From an optimization exercise on the open Yosys and OpenROAD flow, aimed at small area, a short achievable clock period and few clock cycles; shortcuts taken in it are not production practice. Only simulation tests tie the RTL to the original design; equivalence was not proved. In this run the design's own scripts or RTL, not TritonCTS, make the clock network. The flow treats the clock pin as an ideal source. Dropping or thinning the clock tree relies on that and would not hold on a real chip. Power and IR drop assume default switching activity.

<file path="flow/design.v">
module conv_window_gen #(
  parameter int unsigned IMG_W  = 30,
  parameter int unsigned IMG_H  = 30,
  parameter int unsigned PIX_W  = 48,
  parameter int unsigned ADDR_W = 10
) (
  input  logic                 clk,
  input  logic                 rst,
  input  logic                 start,
  output logic                 rom_en,
  output logic [ADDR_W-1:0]    rom_addr,
  input  logic [PIX_W-1:0]     rom_data,
  output logic                 win_valid,
  input  logic                 win_ready,
  output logic [9*PIX_W-1:0]   win_data,
  output logic [4:0]           win_row,
  output logic [4:0]           win_col,
  output logic                 busy,
  output logic                 done
);
  localparam int unsigned NPix   = IMG_W * IMG_H;
  localparam int unsigned Depth  = 2 * IMG_W + 3;
  localparam int unsigned NPush  = NPix + IMG_W + 1;    
  localparam int unsigned CntW   = $clog2(NPush + 1);
  localparam int unsigned NMask  = 8;                   
  localparam int unsigned MaskW  = PIX_W / NMask;       
  localparam logic [CntW-1:0]   LastPix  = CntW'(NPix - 1);
  localparam logic [CntW-1:0]   LastPush = CntW'(NPush - 1);
  localparam logic [CntW-1:0]   PreWin   = CntW'(IMG_W);
  localparam logic [ADDR_W-1:0] LastAddr = ADDR_W'(NPix - 1);
  localparam logic [4:0]        ColLast  = 5'(IMG_W - 1);
  localparam logic [4:0]        ColPre   = 5'(IMG_W - 2);
  localparam logic [4:0]        RowPre   = 5'(IMG_H - 2);
  logic              busy_q, done_q;
  logic              en_q, vld_q;
  logic [ADDR_W-1:0] addr_q;
  logic [CntW-1:0]   pix_q;             
  logic              ph_data_q;         
  logic              ph_flush_q;        
  logic              fin_q;             
  logic              win_on_q;          
  logic              win_valid_q;
  logic [4:0]        row_q, col_q;
  logic [8:0]        mask_q [NMask];    
  logic [PIX_W-1:0]  sr_q [Depth];
  logic can_push, push, lost, load_win, last_hs, accept;
  logic have_q;                         
  logic hnv_q;                          
  assign can_push = !win_valid_q || win_ready;
  assign push     = hnv_q || (have_q && win_ready);
  assign lost     = ph_data_q && vld_q && !can_push;
  assign load_win = push && win_on_q;
  assign last_hs  = fin_q && win_valid_q && win_ready;
  assign accept   = start && !busy_q && !done_q;
  logic [4:0] row_n, col_n;
  logic       row_end, col_pre, row_wrap, row_pre;
  assign row_end  = (col_q == ColLast);
  assign col_pre  = (col_q == ColPre);
  assign row_wrap = (row_q == 5'h1f);
  assign row_pre  = (row_q == RowPre);
  assign col_n    = row_end ? 5'd0 : col_q + 1'b1;
  assign row_n    = row_end ? row_q + 1'b1 : row_q;
  logic [8:0] mask_n [NMask];
  for (genvar c = 0; c < NMask; c++) begin : g_mask_n
    logic top_n, bot_n, lft_n, rgt_n;
    assign lft_n = mask_q[c][5];
    assign rgt_n = !mask_q[c][5] && col_pre;
    assign top_n = mask_q[c][5] ? row_wrap : mask_q[c][1];
    assign bot_n = mask_q[c][5] ? row_pre  : mask_q[c][7];
    assign mask_n[c] = {bot_n | rgt_n, bot_n, bot_n | lft_n,
                        rgt_n,         1'b0,  lft_n,
                        top_n | rgt_n, top_n, top_n | lft_n};
  end
  always_ff @(posedge clk or posedge rst) begin
    if (rst) begin
      busy_q      <= 1'b0;
      done_q      <= 1'b0;
      en_q        <= 1'b0;
      vld_q       <= 1'b0;
      addr_q      <= '0;
      pix_q       <= '0;
      ph_data_q   <= 1'b0;
      ph_flush_q  <= 1'b0;
      fin_q       <= 1'b0;
      win_on_q    <= 1'b0;
      win_valid_q <= 1'b0;
      row_q       <= '0;
      col_q       <= '0;
    end else begin
      done_q <= last_hs;
      if (!busy_q) begin
        busy_q     <= accept;
        en_q       <= accept;
        vld_q      <= 1'b0;
        addr_q     <= '0;
        pix_q      <= '0;
        ph_data_q  <= 1'b1;
        ph_flush_q <= 1'b0;
        fin_q      <= 1'b0;
        win_on_q   <= 1'b0;
        row_q      <= 5'h1f;
        col_q      <= ColLast;
      end else begin
        if (last_hs) busy_q <= 1'b0;
        vld_q <= en_q && !lost;
        if (lost) begin
          en_q   <= 1'b1;
          addr_q <= pix_q[ADDR_W-1:0];
        end else if (en_q) begin
          en_q   <= (addr_q != LastAddr);
          addr_q <= addr_q + 1'b1;
        end
        if (push) begin
          pix_q <= pix_q + 1'b1;
          if (pix_q == LastPix) begin
            ph_data_q  <= 1'b0;
            ph_flush_q <= 1'b1;
          end
          if (pix_q == LastPush) begin
            ph_flush_q <= 1'b0;
            fin_q      <= 1'b1;
          end
          if (pix_q == PreWin) win_on_q <= 1'b1;
        end
        if (load_win) begin
          row_q  <= row_n;
          col_q  <= col_n;
        end
      end
      if (load_win) win_valid_q <= 1'b1;
      else if (win_ready) win_valid_q <= 1'b0;
    end
  end
  logic vld_d, ph_data_d, ph_flush_d, win_valid_d, have_d;
  always_comb begin
    vld_d      = busy_q && en_q && !lost;
    ph_data_d  = !busy_q || (ph_data_q && !(push && pix_q == LastPix));
    ph_flush_d = busy_q && (push ? ((pix_q == LastPix) || (ph_flush_q && pix_q != LastPush))
                                 : ph_flush_q);
    win_valid_d = load_win || (win_valid_q && !win_ready);
    have_d      = (ph_data_d && vld_d) || ph_flush_d;
  end
  always_ff @(posedge clk or posedge rst) begin
    if (rst) begin
      have_q <= 1'b0;
      hnv_q  <= 1'b0;
    end else begin
      have_q <= have_d;
      hnv_q  <= have_d && !win_valid_d;
    end
  end
  always_ff @(posedge clk) begin
    for (int c = 0; c < NMask; c++) begin
      if (!busy_q) mask_q[c] <= 9'b000_100_000;
      else if (load_win) mask_q[c] <= mask_n[c];
    end
  end
  always_ff @(posedge clk) begin
    if (push) begin
      sr_q[0] <= ~rom_data;
      for (int t = 1; t < Depth; t++) sr_q[t] <= sr_q[t-1];
    end
  end
  for (genvar i = 0; i < 3; i++) begin : g_row
    for (genvar j = 0; j < 3; j++) begin : g_col
      localparam int unsigned TapIJ = 2 * IMG_W + 2 - i * IMG_W - j;
      for (genvar c = 0; c < NMask; c++) begin : g_slice
        assign win_data[PIX_W*(3*i+j) + MaskW*c +: MaskW] =
            ~(sr_q[TapIJ][MaskW*c +: MaskW] | {MaskW{mask_q[c][3*i+j]}});
      end
    end
  end
  assign rom_en    = en_q;
  assign rom_addr  = addr_q;
  assign win_valid = win_valid_q;
  assign win_row   = row_q;
  assign win_col   = col_q;
  assign busy      = busy_q;
  assign done      = done_q;
endmodule
</file>
<file path="flow/flow/run.sh">
#!/bin/bash
# Layout flow: the standard ORFS flow (standard.sh, standard synthesis unchanged) with
#  - its own clock tree (flow/pre_cts.tcl, run as ORFS's PRE_CTS_TCL hook): a balanced tree of
#    clkbuf_16 built by recursive bisection of the flip-flops, with four roots on the clock
#    port, in place of TritonCTS's H-tree; ORFS's CTS step then legalizes and repairs timing
#    as usual;
#  - a fanout cap of 60 on every net (flow/fanout.tcl, run before global placement, resizing,
#    CTS and global routing), so that high-fanout nets are split into small buffered nets;
#  - plain buffers (sky130 buf_1, upsized by timing repair where needed) on every port.
# make's full output goes to flow_make.log here; each ORFS step logs under orfs/logs/.
set -euo pipefail
export PRE_CTS_TCL="$PWD/flow/pre_cts.tcl"
export PRE_GLOBAL_PLACE_TCL="$PWD/flow/fanout.tcl"
export PRE_RESIZE_TCL="$PWD/flow/fanout.tcl"
export PRE_GLOBAL_ROUTE_TCL="$PWD/flow/fanout.tcl"
export BUFFER_PORTS_ARGS="-buffer_cell sky130_fd_sc_hd__buf_1"
bash standard.sh > flow_make.log 2>&1
</file>
<file path="flow/flow/fanout.tcl">
# Hook for ORFS's placement, resizing, CTS and global-route steps: cap net fanout at 60 so
# that repair_design splits the shift register's enable net into small nets.
set_max_fanout 60 [current_design]
</file>
<file path="flow/flow/pre_cts.tcl">
proc ctree_split {items maxn} {
  if {[llength $items] <= $maxn} { return [list $items] }
  set xs {}; set ys {}
  foreach it $items { lappend xs [lindex $it 1]; lappend ys [lindex $it 2] }
  set xs [lsort -real $xs]; set ys [lsort -real $ys]
  set dx [expr {[lindex $xs end] - [lindex $xs 0]}]
  set dy [expr {[lindex $ys end] - [lindex $ys 0]}]
  set k [expr {$dx >= $dy ? 1 : 2}]
  set s [lsort -real -index $k $items]
  set n [llength $s]
  # split sizes in multiples of maxn when possible, to keep groups full
  set ng [expr {int(ceil(double($n) / $maxn))}]
  set h [expr {int(round(double($ng) / 2.0)) * $n / $ng}]
  return [concat [ctree_split [lrange $s 0 [expr {$h - 1}]] $maxn] [ctree_split [lrange $s $h end] $maxn]]
}
proc ctree_centroid {items} {
  set sx 0.0; set sy 0.0
  foreach it $items { set sx [expr {$sx + [lindex $it 1]}]; set sy [expr {$sy + [lindex $it 2]}] }
  set n [llength $items]
  return [list [expr {int($sx / $n)}] [expr {int($sy / $n)}]]
}
proc ctree_level {block master nodes groupn tag} {
  # nodes: list of {iterm-or-inst x y}; returns list of {inst x y} of new buffers
  set groups [ctree_split $nodes $groupn]
  set out {}
  set i 0
  foreach g $groups {
    lassign [ctree_centroid $g] cx cy
    set inst [odb::dbInst_create $block $master "ctree_${tag}_$i"]
    $inst setLocation [expr {$cx - 2000}] [expr {$cy - 1360}]
    $inst setPlacementStatus PLACED
    set net [odb::dbNet_create $block "ctree_${tag}_net_$i"]
    $net setSigType CLOCK
    [$inst findITerm X] connect $net
    foreach s $g {
      set o [lindex $s 0]
      if {[string match "*dbITerm*" $o]} { $o disconnect; $o connect $net } else { [$o findITerm A] connect $net }
    }
    lappend out [list $inst $cx $cy]
    incr i
  }
  puts "ctree: level $tag: [llength $out] buffers"
  return $out
}
proc ctree_build {sizes nroot bufname} {
  # sizes: fanout of each buffer level from the leaves up; the top level is sized to give nroot buffers
  set db [ord::get_db]
  set block [ord::get_db_block]
  set master [$db findMaster $bufname]
  set clknet [$block findNet clk]
  set nodes {}
  foreach it [$clknet getITerms] {
    set inst [$it getInst]
    set bb [$inst getBBox]
    lappend nodes [list $it [expr {([$bb xMin] + [$bb xMax]) / 2}] [expr {([$bb yMin] + [$bb yMax]) / 2}]]
  }
  puts "ctree: [llength $nodes] sinks"
  set lv 0
  foreach n $sizes {
    set nodes [ctree_level $block $master $nodes $n "l$lv"]
    incr lv
  }
  set rn [expr {int(ceil(double([llength $nodes]) / $nroot))}]
  set nodes [ctree_level $block $master $nodes $rn "l$lv"]
  foreach r $nodes { [[lindex $r 0] findITerm A] connect $clknet }
}

set_max_fanout 60 [current_design]
ctree_build {28 6} 4 sky130_fd_sc_hd__clkbuf_16
set_propagated_clock [all_clocks]
rename clock_tree_synthesis ""
proc clock_tree_synthesis {args} { puts "clock tree built by flow/pre_cts.tcl; TritonCTS skipped" }
</file>
<file path="flow/standard.sh">
#!/bin/bash
# synth_recipe.tcl (not shown) runs the flow's synth.tcl, then flattens the netlist and writes it again
# the make line also repeats each setting of config.mk as NAME=value (left out here)
make -C /OpenROAD-flow-scripts/flow DESIGN_CONFIG=/design/flow/config.mk WORK_HOME=/design/flow/orfs CLKGATE_MAP_FILE= SYNTH_SCRIPT=/design/flow/synth_recipe.tcl "${@:-finish}"
</file>
<file path="flow/config.mk">
export PLATFORM = sky130hd
export DESIGN_NAME = conv_window_gen
export DESIGN_NICKNAME = conv_window_gen
export VERILOG_FILES = /design/flow/design.v
export SDC_FILE = /design/flow/constraint.sdc
export NUM_CORES = 4
export LEC_CHECK = 0
export CAP_MARGIN = 20
export CORE_ASPECT_RATIO = 3.0
export CORE_MARGIN = 2
export CORE_UTILIZATION = 62
export SETUP_SLACK_MARGIN = 2.6
export SLEW_MARGIN = 20
</file>
<file path="flow/constraint.sdc">
create_clock -name core_clock -period 5.0 [get_ports {clk}]
set_input_delay 1.0000 -clock core_clock [delete_from_list [all_inputs] [get_ports {clk}]]
set_output_delay 1.0000 -clock core_clock [all_outputs]
set_load 0.01 [all_outputs]
</file>
==> impl_metrics.py <==
metrics = {
    "setup_path": {
        "critPathKind": "reg -> out",
        "reg2reg_to": "mask_q[3][5]",
        "critPathLaunchType": "flop",
        "cp_max_fo": 2,
        "slowest_stage": "edfxtp_1",
        "critPathRequiredTime_ns": 4.00,
        "r2r-start": "have_q",
        "end_kind": "primary output",
        "r2r_setup_slack_ns": 2.86,
        "arrival_ns": 1.39,
        "r2r_cells": 6,
        "crit_chain": "nor2_1 -> buf_2",
        "slowest_delay_ns": 0.52,
    },
    "timing": {
        "layout_min_cycle_time_ns": 2.395,
        "hold_viol": 0,
        "fmax_mhz": 417.6,
        "rsz0062_at_grt": "true",
        "fin_crit_sh_pct": 47.89,
        "max_slew_margin_pct": 43.43,
        "holdWs_ns": 0.3981,
        "drv_slew": 0,
        "fin_skew_ns": 0.04834,
        "fin_setup_tns_ns": 0,
        "setup_viol": 0,
        "tightest_slew_ns": 0.8485,
    },
    "global_routing": {
        "antenna_found_initial": 1,
        "grt_pass1_wl_mm": 199.4,
        "grtUsageTotal_pct": 15.87,
        "grt_overflow": 0,
        "grt_pass1_vias": 35080,
        "grt_max_degree": 61,
    },
    "synth": {
        "synthesis.area_um2": 97140,
        "postSynthAreaPerCell_um2": 24.15,
        "synthCells": 4022,
        "ys_seq_area_share_pct": 95.85,
        "synth-main-ff-cell": "edfxtp_1",
        "synth_warnings": 4,
        "yosysUniqueCellTypes": 45,
        "synth_edf_count": 3024,
        "async_reset_ff_share_pct": 1.310,
        "synth_nets": 4083,
        "ys_ff_latch": 3129,
    },
    "route": {
        "vias": 36500,
        "drtIter0Drc": 3567,
        "wirelength_mm": 132.5,
        "vias_per_cell": 5.412,
        "wl_per_cell_um": 19.65,
        "drc": 0,
        "drtPass1Iterations": 5,
        "detail-route-antenna-nets": 0,
    },
    "floorplanning": {
        "start_util_pct": 62.36,
        "num_rows": 251,
        "die_x_um": 232.5,
        "boundaryPins": 508,
        "die-area_um2": 160400,
        "core_region_area_um2": 155800,
        "die_h_um": 689.6,
    },
    "finish": {
        "area_growth_pct": 9.311,
        "fin_area_um2": 106200,
        "layout_common_cells": "edfxtp_1, buf_1, nor2_1",
        "nFillCells": 9785,
        "diodes": 0,
        "layout_commonest_cell": "edfxtp_1",
        "final_nets": 4783,
        "drive_gt1_share_pct": 8.072,
    },
    "clocking": {
        "clk_pin_slew_worst_paths_ns": 0.10,
        "insertion_delay_ns": 0.57,
    },
    "place": {
        "gp_congestion": 0.7370,
        "placed_area_um2": 102300,
        "dp_hpwl_mm": 75.96,
        "portBuffers": 507,
    },
    "hold_path": {
        "hold_depth": 0,
        "hold_path_end": "sr_q[9][1]",
        "hp-class": "reg -> reg",
        "hp-start": "sr_q[8][1]",
    },
    "power_and_ir_drop": {
        "ir_drop_mv": 0.4064,
        "powerDensity_nw_per_um2": 614.2,
        "leakagePower_nw": 35.60,
    },
    "run": {
        "maxCapViolations": 0,
    },
    "run_status": {
        "status": "finished clean",
    },
}
sequential cells by signal, indices dropped and copies added (netlist names), 5 cells and up:
signal and cells:
pix_q 10, sr_q 3024, col_q 5, addr_q 10, mask_q 64, row_q 5
layout make-up:
cell class	instances	area, µm²	area share [%]
plain buffers	135	3378	3.181
inverters	107	414.1	0.3900
repair buffers	617	3123	2.941
flip-flops and latches	3129	93250	87.82
well taps	2024	2532	2.385
multi-input cells	732	3488	3.285
synthesized netlist by cell type, drive strengths merged (2+ instances only):
library cell / instances / area (µm²)
buf: 16 / 85.08
nand4: 11 / 68.82
nor2b: 2 / 12.51
and4: 3 / 26.28
nor2: 440 / 1652
inv: 106 / 397.9
o311ai: 10 / 87.58
dfxtp: 64 / 1281
nand2: 69 / 259.0
nor3b: 2 / 15.01
nand3: 17 / 85.08
a21oi: 50 / 254.0
and3: 4 / 25.02
a211oi: 14 / 105.1
a221oi: 8 / 70.07
nor3: 20 / 100.1
or2: 9 / 56.30
o21ai: 17 / 85.08
dfrtp: 41 / 1026
mux2i: 2 / 20.02
edfxtp: 3024 / 90810
nand2b: 8 / 50.05
xnor2: 7 / 61.31
ha: 9 / 112.6
xor2: 14 / 122.6
and2: 3 / 18.77
clkbuf: 39 / 146.4
cell families after synthesis:
kind of cell / synth area share (%)
mux: 0.02061
fa+ha+maj: 0.1159
simple gates: 2.476
flops: 95.85
buf+inv: 0.6517
compound gates: 0.6943
xor+xnor: 0.1893
routing by layer:
| metal | vias to the layer above | routed length (µm) | part of all wire (%) | GRT usage (%) |
|---|---|---|---|---|
| met5 | - | 0 | 0 | 0 |
| met4 | 0 | 3321 | 2.5 | 3.497 |
| met3 | 191 | 7225 | 5.5 | 2.129 |
| met2 | 941 | 59300 | 45 | 23.89 |
| met1 | 18670 | 62650 | 47 | 25.59 |
| li1 | 16700 | - | - | - |
how the worst max path moves through the flow:
stage / cells after the start / slack [ns] / endpoint / from
after global routing: 2 / 2.52 / win_data[257] / sr_q[30][17]
after detailed placement: 7 / 1.40 / mask_q[6][5] / win_ready
after floorplan: 7 / -5.58 / col_q[3] / win_ready
final: 2 / 2.61 / win_data[259] / sr_q[30][19]
after CTS: 2 / 2.57 / win_data[259] / sr_q[30][19]
after global placement: 7 / 1.45 / mask_q[5][5] / win_ready
where the power goes:
group / internal [W] / total [W] / switching [W]
clock network: 0.00488 / 0.0116 / 0.00676
logic: 0.00157 / 0.00611 / 0.00453
registers: 0.0432 / 0.0475 / 0.00428
stage by stage:
stage | total power (W) | cells | worst slack, ns | utilization [%]
finish | 0.06522 | 6744 | 2.605 | 68.17
global route | 0.06834 | 6744 | 2.525 | 68.17
CTS | 0.06600 | 6732 | 2.568 | 68.04
detailed placement | 0.05389 | 6591 | 1.395 | 65.69
global placement | 0.05335 | 6591 | 1.451 | 65.69
floorplan | 0.05118 | 4022 | -5.576 | -
what timing repair did:
action	CTS	global route
gates cloned	2	0
pin swaps	2	1
resized for setup	115	47
hold buffers	0	0
setup buffers	4	12
endpoints found under the setup margin	2746	911
critical path: cells and delay by family, from the launching register on:
| kind | cells | cell delay, ns |
|---|---|---|
| buffers and inverters | 1 | 0.15 |
| DFF | 1 | 0.52 |
| and+or+nand+nor | 1 | 0.16 |
Testbench counts, summed over its fixed seeds: cycles 22,456.

## re-timing with driven ports
No port has a modelled driver above. Below, the same layout with a new extraction and two added sets of constraints. Step 1 (the two cells are an assumption about what drives the block):
set clk [get_ports {clk}]
set_driving_cell -lib_cell sky130_fd_sc_hd__clkbuf_16 $clk
set_driving_cell -lib_cell sky130_fd_sc_hd__buf_2 [delete_from_list [all_inputs] $clk]
Step 2 adds t to the input delays and takes it off the output delays; t is the mean of the earliest and latest rising clock arrival at the registers after step 1. Input paths then give back, and output paths get back, about the clock's delay inside the block. Three values: ideal ports, drivers, drivers and shift; two values: the first two.
t, ns: 0.710
setup WS [ns]: 2.605 / 2.441 / 2.115
slew at the worst register clock pin (ns): 0.10 / 0.10
worst data-port slew with drivers (ns): 0.04
After both steps this run still meets setup and hold. For this run, drivers alone change the setup slack by -0.164 ns; drivers and shift together by -0.490 ns.
